Source: an optimization exercise on an open RTL-to-GDS flow (aim: small area, a short achievable clock period and few clock cycles). Production flows keep margins and buffers that such runs may drop. In this exercise RTL edits were held to simulation tests only and were not proved equivalent to the original. Power is estimated from default activity; no workload was simulated.

## job 2739
Design vnlp_engine, start of the top module:
module vnlp_engine #(
   parameter int DW      = 24,
   parameter int AW      = 9,
   parameter int LW      = 7,
   parameter int ACCW    = 2*DW-1,
   parameter int LEN_MAX = 2**LW-1,
   parameter int NCY     = 8
) (
   input  logic                 clk,
   input  logic                 rst_n,
   input  logic                 START,
   input  logic [AW-1:0]        HEAD,
   input  logic                 NORM_MODE,
   output logic                 DONE,
   output logic [ACCW-1:0]      NORM2,
   output logic [LW-1:0]        LEN,
   output logic                 ERR,
   output logic                 SAT,
   output logic [AW-1:0]        rd_addr1,
   output logic [AW-1:0]        rd_addr2,
   input  logic [DW-1:0]        rd_data1,
   input  logic [DW-1:0]        rd_data2
);
export LEC_CHECK = 0
export CAP_MARGIN = 20
export CORE_MARGIN = 2
export CORE_UTILIZATION = 70
export SLEW_MARGIN = 20
export SYNTH_HIERARCHICAL = 1
create_clock -name core_clock -period 10.0 [get_ports {clk}]
standard.sh (not shown) runs the stock make flow with config.mk's settings and CLKGATE_MAP_FILE= SYNTH_SCRIPT=/design/flow/synth_recipe.tcl, a recipe that flattens the netlist after the stock synthesis.
==> flow/flow/run.sh <==
#!/bin/bash
set -euo pipefail
MARGIN=$(cat flow/margin.txt)
PORTBUF=$(cat flow/portbuf.txt)
bash standard.sh SETUP_SLACK_MARGIN=$MARGIN "BUFFER_PORTS_ARGS=-buffer_cell $PORTBUF" finish > standard_flow.log 2>&1
==> flow/flow/margin.txt <==
5.5
==> flow/flow/portbuf.txt <==
sky130_fd_sc_hd__buf_1
Testbench counts of job 2739, summed over its fixed seeds: cycles 26,523.
[inputs] job 2134 vs job 2739
--- a/flow/config.mk
+++ b/flow/config.mk
@@ -9,3 +9,3 @@
 export CORE_MARGIN = 2
-export CORE_UTILIZATION = 70
+export CORE_UTILIZATION = 60
 export SLEW_MARGIN = 20
==> notes.md <==
Comparing job 2739 with job 2134, the highest attainable clock frequency came out essentially unchanged.
Delta (job 2134 minus job 2739): part of the total power dissipated in the clock network climbed 0.2 points, non-clock buffer count climbed about 3.5%.
Modified inputs, job 397 compared to job 2134
==> flow/flow/run.sh <==
#!/bin/bash
set -euo pipefail
MARGIN=$(cat flow/margin.txt)
PORTBUF=$(cat flow/portbuf.txt)
bash standard.sh SETUP_SLACK_MARGIN=$MARGIN RECOVER_POWER=$(cat flow/recover.txt) "BUFFER_PORTS_ARGS=-buffer_cell $PORTBUF" finish > standard_flow.log 2>&1
==> flow/flow/recover.txt (new file) <==
100
--- a/flow/config.mk
+++ b/flow/config.mk
@@ -9,3 +9,3 @@
 export CORE_MARGIN = 2
-export CORE_UTILIZATION = 60
+export CORE_UTILIZATION = 40
 export SLEW_MARGIN = 20
### Flow results
- Job 397: relative area change from synthesis to final layout is 0.87 points higher than what job 2134 reported.
- Compared with job 2134, job 397 shows a combinational group power that is about 1% higher.
- Between job 397 and job 2134, internal power is higher for job 2134, job 397 comes in under that.
- Job 397: complete, dirty (capacitance limit, slew limit)
- Looking at cell at the slowest stage of the critical path, the sky130_fd_sc_hd__clkbuf_2 result is from job 2134; the sky130_fd_sc_hd__clkbuf_1 one comes from job 397.
- Looking at class of the most critical setup path, the flop to flop result is from job 397; the primary input to output port one comes from job 2134.
- The power in job 397 sits 0.031 mW below the value recorded for job 2134.
What job 6256 does differently from job 397 at the input level:
==> flow/flow/run.sh <==
#!/bin/bash
set -euo pipefail
MARGIN=$(cat flow/margin.txt)
PORTBUF=$(cat flow/portbuf.txt)
bash standard.sh SETUP_SLACK_MARGIN=$MARGIN "BUFFER_PORTS_ARGS=-buffer_cell $PORTBUF" finish > standard_flow.log 2>&1
--- a/flow/config.mk
+++ b/flow/config.mk
@@ -9,3 +9,4 @@
 export CORE_MARGIN = 2
-export CORE_UTILIZATION = 40
+export CORE_UTILIZATION = 60
+export CTS_BUF_LIST = sky130_fd_sc_hd__clkbuf_8 sky130_fd_sc_hd__clkbuf_16
 export SLEW_MARGIN = 20
removed: flow/flow/recover.txt
Findings:
- Job 6256 has completed all stages; timing, DRC and antenna checks passed.
- Critical path endpoint = rd_addr1[4]: job 6256; critical path endpoint = cy_q[3]$_DFF_P_: job 397
- For job 397, the start point of the critical path was m2_q$_DFF_P_, unlike job 6256, where it was rd_data1[4].
- Part of the Yosys area used for sequential elements: job 397 vs job 6256, no meaningful difference
- Met3 track demand over resource: job 6256 > job 397
- Job 397 -> job 6256: CTS sink count delta 0, exact match
### job 6256 -> job 2311
==> flow/run.sh (new file) <==
#!/bin/bash
# synth_recipe.tcl (not shown) runs the flow's synth.tcl, then flattens the netlist and writes it again
# the make line also repeats each setting of config.mk as NAME=value (left out here)
make -C /OpenROAD-flow-scripts/flow DESIGN_CONFIG=/design/flow/config.mk WORK_HOME=/design/flow/orfs CLKGATE_MAP_FILE= SYNTH_SCRIPT=/design/flow/synth_recipe.tcl finish
--- a/flow/config.mk
+++ b/flow/config.mk
@@ -10,3 +10,3 @@
 export CORE_UTILIZATION = 60
-export CTS_BUF_LIST = sky130_fd_sc_hd__clkbuf_8 sky130_fd_sc_hd__clkbuf_16
+export SETUP_SLACK_MARGIN = 5
 export SLEW_MARGIN = 20
removed: flow/flow/run.sh
removed: flow/flow/margin.txt
removed: flow/flow/portbuf.txt
removed: flow/standard.sh
Job 2311: PASS, flow complete, no timing, DRC or antenna violations. Compared with job 6256, job 2311 shows a higher measured slew at the worst slew-check pin. Diff job 6256..job 2311 | critical path depth | unchanged. Clock-buffer cell count (lower): job 6256. Clock network latency to the later pin of the worst-skew pair: job 6256 vs job 2311 — no meaningful difference. Looking at combinational cell fraction of total power, job 2311 sits 1.0 points above job 6256. Looking at non-clock buffer share of cell area, job 2311 sits above job 6256. Job 2311 packs its core tighter than job 6256. Of job 2311 and job 6256, it is job 2311 that has the lower number of non-filler instances in the completed layout.

[what the ideal ports hide]
How much do the figures lean on ideal ports? The routed layouts below were timed once more, with nothing changed but the port constraints. Step 1 sets driving cells, clkbuf_16 on the clock port and buf_2 on the other inputs (assumed; they add their load-dependent delay and slew). Step 2 adds t to the input delays and takes it off the output delays; t is the mean of the earliest and latest rising clock arrival at the registers after step 1. Input paths then give back, and output paths get back, about the clock's delay inside the block. Three values: ideal ports, drivers, drivers and shift; two values: the first two.
run | shift t [ns] | slack for setup (ns) | worst register clock-pin slew, ns | worst slew at a driven data input, ns | cell pins on the clock port's net
job 2739 | 0.472 | 5.520 / 5.490 / 5.490 | 0.07 / 0.07 | 0.06 | 1
job 2134 | 0.470 | 5.532 / 5.507 / 5.507 | 0.07 / 0.07 | 0.07 | 1
job 397 | 0.467 | 3.659 / 3.659 / 3.659 | 0.07 / 0.07 | 0.08 | 1
job 6256 | 0.470 | 5.532 / 5.507 / 5.507 | 0.07 / 0.07 | 0.07 | 1
job 2311 | 0.473 | 5.051 / 5.029 / 5.029 | 0.07 / 0.07 | 0.07 | 1
For job 2739, which loses most, drivers alone change the setup slack by -0.030 ns; drivers and shift together by -0.030 ns.
